Context: an optimization exercise on an open-source flow, tuned for small area, a short achievable clock period and few clock cycles. The choices shown serve that exercise and are no tape-out recipe. Only simulation tests tie the RTL to the original design; equivalence was not proved. Power and IR drop assume default switching activity.

==> design.v <==
package tkcl_pkg;
    localparam int LIST_DEPTH = 8;
    localparam int IDX_W      = (LIST_DEPTH > 1) ? $clog2(LIST_DEPTH) : 1;
    localparam int CNT_W      = $clog2(LIST_DEPTH + 1);
    localparam int ID_W       = 16;
    localparam int SCORE_W    = 16;
    localparam int STATUS_W   = 3;
    localparam int RANK_W     = 3;
    localparam int COUNT_W    = 4;
    localparam int S_TDATA_W  = 32;
    localparam int S_TUSER_W  = 2;
    localparam int M_PAYLOAD_W = RANK_W + ID_W + SCORE_W + COUNT_W;
    localparam int M_TDATA_W  = 40;
    localparam int M_PAD_W    = M_TDATA_W - M_PAYLOAD_W;
    localparam int M_TUSER_W  = STATUS_W;
    localparam logic ACT_CLEAR = 1'b0;
    localparam logic ACT_OFFER = 1'b1;
    typedef enum logic [STATUS_W-1:0] {
        STAT_CLEARED    = 3'd0,
        STAT_INSERTED   = 3'd1,
        STAT_NO_CHANCE  = 3'd2,
        STAT_DUPLICATE  = 3'd3,
        STAT_FULL_WORSE = 3'd4
    } status_t;
    typedef enum logic [1:0] {
        S_IDLE,
        S_DECIDE,
        S_LIST
    } ctrl_state_t;
    typedef struct packed {
        logic req_load;
        logic cnt_clear;
        logic insert;
        logic out_load_status;
        logic out_load_entry;
        logic idx_clr;
        logic idx_inc;
    } dp_cmd_t;
    typedef struct packed {
        status_t verdict;
        logic    idx_last;
    } dp_stat_t;
endpackage
import tkcl_pkg::*;
module tkcl_ctrl
(
    input  logic              aclk,
    input  logic              aresetn,
    input  logic              s_tvalid,
    output logic              s_tready,
    output logic              m_tvalid,
    input  logic              m_tready,
    output logic [M_TUSER_W-1:0] m_tuser,
    output logic              m_tlast,
    output logic              take,
    input  tkcl_pkg::status_t verdict,
    input  logic [CNT_W-1:0]  held_count,    
    output logic [RANK_W-1:0] idx,
    output logic              out_entry
);
    logic              valid_reg;
    logic              last_reg;
    tkcl_pkg::status_t status_reg;
    logic [RANK_W-1:0] idx_reg;
    logic [CNT_W-1:0]  count_reg;    
    logic              beat_done;
    assign beat_done = valid_reg && m_tready;
    assign s_tready  = !valid_reg || (m_tready && last_reg);
    assign take      = s_tvalid && s_tready;
    always_ff @(posedge aclk) begin
        if (!aresetn) begin
            valid_reg <= 1'b0;
        end else if (take) begin
            valid_reg <= 1'b1;
        end else if (beat_done && last_reg) begin
            valid_reg <= 1'b0;
        end
    end
    always_ff @(posedge aclk) begin
        if (take) begin
            status_reg <= verdict;
            idx_reg    <= '0;
            last_reg   <= (verdict != STAT_INSERTED) || (held_count == CNT_W'(1));
            count_reg  <= held_count;
        end else if (beat_done && !last_reg) begin
            idx_reg  <= idx_reg + RANK_W'(1);
            last_reg <= (CNT_W'(idx_reg) + CNT_W'(2)) == count_reg;
        end
    end
    assign m_tvalid  = valid_reg;
    assign m_tuser   = status_reg;
    assign m_tlast   = last_reg;
    assign idx       = idx_reg;
    assign out_entry = (status_reg == STAT_INSERTED);
endmodule
import tkcl_pkg::*;
module tkcl_datapath
(
    input  logic                 aclk,
    input  logic                 aresetn,
    input  logic                 take,
    input  logic [S_TDATA_W-1:0] s_tdata,    
    input  logic [S_TUSER_W-1:0] s_tuser,    
    output tkcl_pkg::status_t    verdict,
    output logic [CNT_W-1:0]     held_count,
    input  logic [RANK_W-1:0]    idx,
    input  logic                 out_entry,
    output logic [M_TDATA_W-1:0] m_tdata     
);
    logic [ID_W-1:0]    slot_id    [LIST_DEPTH];
    logic [SCORE_W-1:0] slot_score [LIST_DEPTH];
    logic [IDX_W-1:0]   slot_rank  [LIST_DEPTH];
    logic [CNT_W-1:0]   count_reg;
    logic [ID_W-1:0]       req_id;
    logic [SCORE_W-1:0]    req_score;
    logic [LIST_DEPTH-1:0] held;
    logic [LIST_DEPTH-1:0] id_match;
    logic [LIST_DEPTH-1:0] score_le;
    logic [LIST_DEPTH-1:0] last_rank;
    logic [LIST_DEPTH-1:0] target;
    logic [IDX_W-1:0]      ins_rank;
    logic                  full;
    logic                  insert;
    logic                  clear;
    assign req_id    = s_tdata[ID_W-1:0];
    assign req_score = s_tdata[ID_W +: SCORE_W];
    assign full      = count_reg[CNT_W-1];
    always_comb begin
        for (int k = 0; k < LIST_DEPTH; k++) begin
            held[k]      = (CNT_W'(k) < count_reg);
            id_match[k]  = held[k] && (slot_id[k] == req_id);
            score_le[k]  = held[k] && (slot_score[k] <= req_score);
            last_rank[k] = (slot_rank[k] == IDX_W'(LIST_DEPTH - 1));
            target[k]    = full ? last_rank[k] : (count_reg == CNT_W'(k));
        end
    end
    always_comb begin
        ins_rank = '0;
        for (int k = 0; k < LIST_DEPTH; k++) begin
            ins_rank = ins_rank + IDX_W'(score_le[k]);
        end
    end
    always_comb begin
        if (s_tuser[0] == ACT_CLEAR) begin
            verdict = STAT_CLEARED;
        end else if (s_tuser[1]) begin
            verdict = STAT_NO_CHANCE;
        end else if (|id_match) begin
            verdict = STAT_DUPLICATE;
        end else if (full && (&score_le)) begin
            verdict = STAT_FULL_WORSE;
        end else begin
            verdict = STAT_INSERTED;
        end
    end
    assign clear  = take && (s_tuser[0] == ACT_CLEAR);
    assign insert = take && (verdict == STAT_INSERTED);
    for (genvar k = 0; k < LIST_DEPTH; k++) begin : g_slot
        always_ff @(posedge aclk) begin
            if (insert && target[k]) begin
                slot_id[k]    <= req_id;
                slot_score[k] <= req_score;
            end
        end
        always_ff @(posedge aclk) begin
            if (insert) begin
                if (target[k]) begin
                    slot_rank[k] <= ins_rank;
                end else if (!score_le[k]) begin
                    slot_rank[k] <= slot_rank[k] + IDX_W'(1);
                end
            end
        end
    end
    always_ff @(posedge aclk) begin
        if (!aresetn || clear) begin
            count_reg <= '0;
        end else if (insert && !full) begin
            count_reg <= count_reg + CNT_W'(1);
        end
    end
    assign held_count = clear ? '0 : (count_reg + CNT_W'(insert && !full));
    logic [ID_W-1:0]    out_id;
    logic [SCORE_W-1:0] out_score;
    always_comb begin
        out_id    = '0;
        out_score = '0;
        for (int k = 0; k < LIST_DEPTH; k++) begin
            if (out_entry && held[k] && (slot_rank[k] == idx)) begin
                out_id    = out_id    | slot_id[k];
                out_score = out_score | slot_score[k];
            end
        end
    end
    assign m_tdata = {{M_PAD_W{1'b0}}, COUNT_W'(count_reg), out_score, out_id, idx};
endmodule
import tkcl_pkg::*;
module top_k_candidate_list_unit
(
    input  logic                 aclk,
    input  logic                 aresetn,
    input  logic                 s_tvalid,
    output logic                 s_tready,
    input  logic [S_TDATA_W-1:0] s_tdata,    
    input  logic [S_TUSER_W-1:0] s_tuser,    
    output logic                 m_tvalid,
    input  logic                 m_tready,
    output logic [M_TDATA_W-1:0] m_tdata,    
    output logic [M_TUSER_W-1:0] m_tuser,    
    output logic                 m_tlast
);
    logic                take;
    tkcl_pkg::status_t   verdict;
    logic [CNT_W-1:0]    held_count;
    logic [RANK_W-1:0]   idx;
    logic                out_entry;
    tkcl_ctrl u_ctrl (
        .aclk       (aclk),
        .aresetn    (aresetn),
        .s_tvalid   (s_tvalid),
        .s_tready   (s_tready),
        .m_tvalid   (m_tvalid),
        .m_tready   (m_tready),
        .m_tuser    (m_tuser),
        .m_tlast    (m_tlast),
        .take       (take),
        .verdict    (verdict),
        .held_count (held_count),
        .idx        (idx),
        .out_entry  (out_entry)
    );
    tkcl_datapath u_datapath (
        .aclk       (aclk),
        .aresetn    (aresetn),
        .take       (take),
        .s_tdata    (s_tdata),
        .s_tuser    (s_tuser),
        .verdict    (verdict),
        .held_count (held_count),
        .idx        (idx),
        .out_entry  (out_entry),
        .m_tdata    (m_tdata)
    );
endmodule
==> config.mk <==
export PLATFORM = sky130hd
export DESIGN_NAME = top_k_candidate_list_unit
export DESIGN_NICKNAME = top_k_candidate_list_unit
export VERILOG_FILES = /design/flow/design.v
export SDC_FILE = /design/flow/constraint.sdc
export NUM_CORES = 4
export LEC_CHECK = 0
export CAP_MARGIN = 20
export CORE_MARGIN = 2
export CORE_UTILIZATION = 40
export SLEW_MARGIN = 20
==> constraint.sdc <==
create_clock -name core_clock -period 7.0 [get_ports {aclk}]
set_input_delay 1.4000 -clock core_clock [delete_from_list [all_inputs] [get_ports {aclk}]]
set_output_delay 1.4000 -clock core_clock [all_outputs]
set_load 0.01 [all_outputs]
==> run.sh <==
#!/bin/bash
# synth_recipe.tcl (not shown) runs the flow's synth.tcl, then flattens the netlist and writes it again
# the make line also repeats each setting of config.mk as NAME=value (left out here)
make -C /OpenROAD-flow-scripts/flow DESIGN_CONFIG=/design/flow/config.mk WORK_HOME=/design/flow/orfs CLKGATE_MAP_FILE= SYNTH_SCRIPT=/design/flow/synth_recipe.tcl finish
==> run notes <==
cells in the mapped netlist (all sizes together) (2+ instances only):
cell	instances	area, um^2
o211ai	8	60.06
inv	36	135.1
nor3b	2	15.01
edfxtp	288	8648
a221oi	10	87.58
nor3	21	125.1
nor2	31	133.9
o21a	4	30.03
a21boi	5	37.54
buf	33	202.7
ha	153	1914
nand3	39	195.2
a211oi	8	60.06
a31oi	3	18.77
nand2b	4	25.02
a21o	14	105.1
nand2	33	123.9
o31ai	4	30.03
o21ai	13	65.06
or4	2	16.27
dfxtp	8	160.2
a22o	14	125.1
xor2	102	893.4
and4	3	27.53
a21oi	51	259.0
a22oi	122	915.9
nor2b	16	100.1
xnor2	59	516.8
nand4	69	446.7
mux2i	9	90.09
fa	4	80.08
nor4	24	162.7
clkbuf	19	81.32
and2	3	18.77
mux2	17	191.4
logic make-up (layout without fill, tap and decap cells):
logic type	after synthesis	after routing
other cells	1	1
compound gates	262	262
fa+ha+maj	157	157
simple gates	252	252
mux	26	26
flops	296	296
buf+inv	88	225
xor+xnor	161	161
final cells by class:
cell class	instances	area (um^2)	area share
timing repair buffer	130	1256	0.06602
sequential	296	8808	0.4629
clock buffer	36	879.6	0.04623
clock inverter	23	205.2	0.01078
multi-input combinational	859	7087	0.3724
tap	525	656.9	0.03452
inverter	36	135.1	0.007102
power by group through the flow:
stage	registers, uW	logic (uW)	clock network [uW]
2_1_floorplan	2010	164	0
3_3_place_gp	2020	277	0
3_5_place_dp	2020	281	0
4_1_cts	1980	283	1770
5_1_grt	1980	313	1850
6_report	1980	285	1750
metal layers:
metal / GRT usage / vias up / part of all wire
met2: 0.3634 / 474 / 0.45
met5: 0 / - / 0
met3: 0.04260 / 79 / 0.080
met4: 0.06809 / 0 / 0.023
li1: - / 5096 / -
met1: 0.3439 / 5632 / 0.45
metrics by stage:
| step | util | power, uW | hold WS [ps] | area [um^2] |
|---|---|---|---|---|
| detailed placement | 0.4495 | 2297 | 606.3 | 17940 |
| global route | 0.4767 | 4138 | 645.3 | 19030 |
| CTS | 0.4767 | 4033 | 614.6 | 19030 |
| finish | 0.4767 | 4018 | 624.6 | 19030 |
| global placement | 0.4495 | 2292 | 606.6 | 17940 |
| floorplan | - | 2173 | 596.8 | 16220 |
worst register-to-register path, cell delays in order, from the launching register on:
cell	delay [ps]
edfxtp_1	410
ha_1	350
nand4_1	240
or4_2	740
nor3b_1	160
a221oi_1	430
ha_1	330
fa_1	480
inv_1	50
fa_1	490
fa_1	160
inv_1	50
fa_1	370
xor2_1	620
mux2_2	280
layout by cell type (no fill, tap or decap), types with 8 or more instances in the layout:
cell type and instances:
a211oi_1 8, a21o_1 14, a21oi_1 50, a221oi_1 10, a22o_1 12, a22oi_1 122, buf_4 42, clkbuf_16 35
clkdlybuf4s50_1 82, clkinv_1 10, dfxtp_1 8, edfxtp_1 288, ha_1 153, inv_1 35, mux2_2 17, mux2i_1 9
nand2_1 33, nand3_1 39, nand4_1 68, nor2_1 23, nor2b_1 14, nor3_1 12, nor3_2 9, nor4_1 20
o211ai_1 8, o21ai_0 12, xnor2_1 59, xor2_1 102
path summary, 6_finish.rpt:
path	startpoint	end	slack (ps)	cells after the start
worst max-delay path	s_tdata[17]	u_datapath.slot_rank[0][2]	530	19
worst max register to register	u_datapath.slot_score[1][11]	u_datapath.slot_rank[0][2]	1720	14
worst min register to register	u_ctrl.valid_reg	u_ctrl.valid_reg	620	2
worst min-delay path	u_ctrl.valid_reg	u_ctrl.valid_reg	620	2
==> results.tsv <==
stage	metric	value	unit
cts	Worst-path clk slew	60	ps
detailed_routing	Post-route DRC	0	
yosys	post-synthesis cell area	0.01622	mm^2
yosys	Synth Area in Compound Gates	0.1150	
yosys	Synth Flop Type	edfxtp_1	
floorplan	Initial Util	0.4063	
sta	Final min period	6473	ps
setup_path	WP buf/inv	4	
yosys	Post-Syn Area per Cell	13.05	um^2
setup_path	startpoint types	input pin	
layout	Layout Nets	1552	
yosys	Synth Area in Simple Gates	0.08835	
setup_path	Critical Path RT	7390	ps
setup_path	Arr. time, crit path	6870	ps
layout	fin cells	1905	
yosys	Synth Register Bits	296	
sta	fin. max-slew vios	0	
cts	CTS Root Cell	clkbuf_16	
yosys	number of synthesized flops with an enable pin	288	
layout	ANT cells	0	
setup_path	nature of the critical path endpoint	flip-flop	
sta	f_max	0.1545	GHz
setup_path	Crit path max-delay family	adder cells	
global_routing	Overflow after GRT	0	
yosys	xor/xnor share of the synthesized area	0.08696	
layout	share of layout cells above drive strength 1	0.1080	
power	leakage power	0.006816	uW
setup_path	crit path cell chain	clkdlybuf4s50_1 -> inv_1 -> ha_1 -> nor2b_1 -> o21a_1 -> o21ai_0 -> nand2b_1 -> a211oi_1 -> o21ai_0 -> a221oi_1 -> ha_1 -> fa_1 -> inv_1 -> fa_1 -> fa_1 -> inv_1 -> fa_1 -> xor2_1 -> mux2_2	
global_routing	GRT Resource Usage Total	0.2372	
floorplan	chip height	205.3	um
yosys	YS warnings	5	
setup_path	type of the worst setup path	input pin to flip-flop	
run	Max-cap violations	0	
cts	Post-CTS Setup Bufs	0	
yosys	sequential-to-total area share from yosys stat	0.5432	
sta	final setup TNS	0	ps
power	Comb power frac	0.071	
power	Sw Ratio	0.2279	
outcome	status	complete, no violations	
cts	cts repair resizes	0	
layout	top flop regs	u_datapath.slot_id (128), u_datapath.slot_score (128), u_datapath.slot_rank (24)	
setup_path	Critical-path top delay cell	clkdlybuf4s50_1	
layout	fillers	3511	
power	maximum VDD drop	139.5	uV
layout	area delta synth->final	17.35	%
power	Power Dens Cells	211.1	mW/mm^2
cts	CTS tree	done	
yosys	Synth Area in Adders	0.1230	
global_routing	largest net degree at the start of global routing	33	
placement	post-DP HPWL	34.08	mm
placement	Final Wtd Congestion	0.8826	
yosys	Synth async-reset ratio	0	
floorplan	Rows	73	
yosys	largest family of logic cells by synthesized area	adder cells	
floorplan	I/O pin cnt	84	
sta	actual slew at the worst max-slew pin	1104	ps
floorplan	die width	205.3	um
global_routing	initial antenna violation count	0	
placement	placed cells	1846	
detailed_routing	DR vias	11281	
worst_hold_path	Worst Hold Class	flip-flop to flip-flop	
sta	period utilisation layout	0.9248	
sta	clock skew	23.63	ps
power	sequential share of power	0.493	
cts	Post-CTS Hold Buffers	0	
detailed_routing	DRT Wirelength	49.52	mm
detailed_routing	Pre-antenna DRT Iters	5	
detailed_routing	drt initial violations	1173	
detailed_routing	Detail Route Antenna Nets	0	
sta	Fin. Hold Viols	0	
global_routing	first-pass GRT wire length	73.37	mm
global_routing	vias in the first global route	11291	
yosys	Unique masters post-synth	63	
floorplan	die area	0.04216	mm^2
sta	Worst slew margin	0.2622	
detailed_routing	Via density	5.922	
power	Clock power frac	0.436	
yosys	Synthesized Nets	1438	
cts	clock latency (worst-skew pair)	540	ps
placement	pre-CTS worst setup slack	64.32	ps
sta	Final setup viols	0	
floorplan	core area	0.03991	mm^2
cts	clk buf depth	3	
sta	Setup WS post-layout	526.5	ps
placement	Port Buffers	82	
cts	Clock Sinks	296	
setup_path	crit path max fanout	9	
yosys	mux cell area share after synthesis	0.01736	
power	internal power	3102	uW
setup_path	largest stage delay on the critical path	670	ps
yosys	Post-Synthesis Cells	1243	
sta	unrepaired setup endpoints after global routing	no	
cts	CTS H-tree lvls	2	
setup_path	most frequent CP cell	fa_1	
cts	total CTS buffers	34	
power	Sw Pwr	915.7	uW
detailed_routing	WL/cell	25.99	um
Testbench counts, summed over its fixed seeds: cycles 13,733.

==> re-timing with driven ports <==
Ports are ideal in the flow. The routed layout listed here was re-timed in OpenROAD.
Step 1 (the two cells are an assumption about what drives the block):
set clk [get_ports {aclk}]
set_driving_cell -lib_cell sky130_fd_sc_hd__clkbuf_16 $clk
set_driving_cell -lib_cell sky130_fd_sc_hd__buf_2 [delete_from_list [all_inputs] $clk]
Step 2 adds t to the input delays and takes it off the output delays; t is the mean of the earliest and latest rising clock arrival at the registers after step 1. Input paths then give back, and output paths get back, about the clock's delay inside the block.
Slacks: no drivers / after step 1 / after step 2; pairs: no drivers / after step 1.
t (ns): 0.576
setup slack, ns: 0.527 / 0.538 / -0.038
worst slew at a driven data input, ns: 0.07
With both steps, setup timing fails in this run, where it was met with ideal ports. For this run, drivers alone change the setup slack by +0.011 ns; drivers and shift together by -0.565 ns.
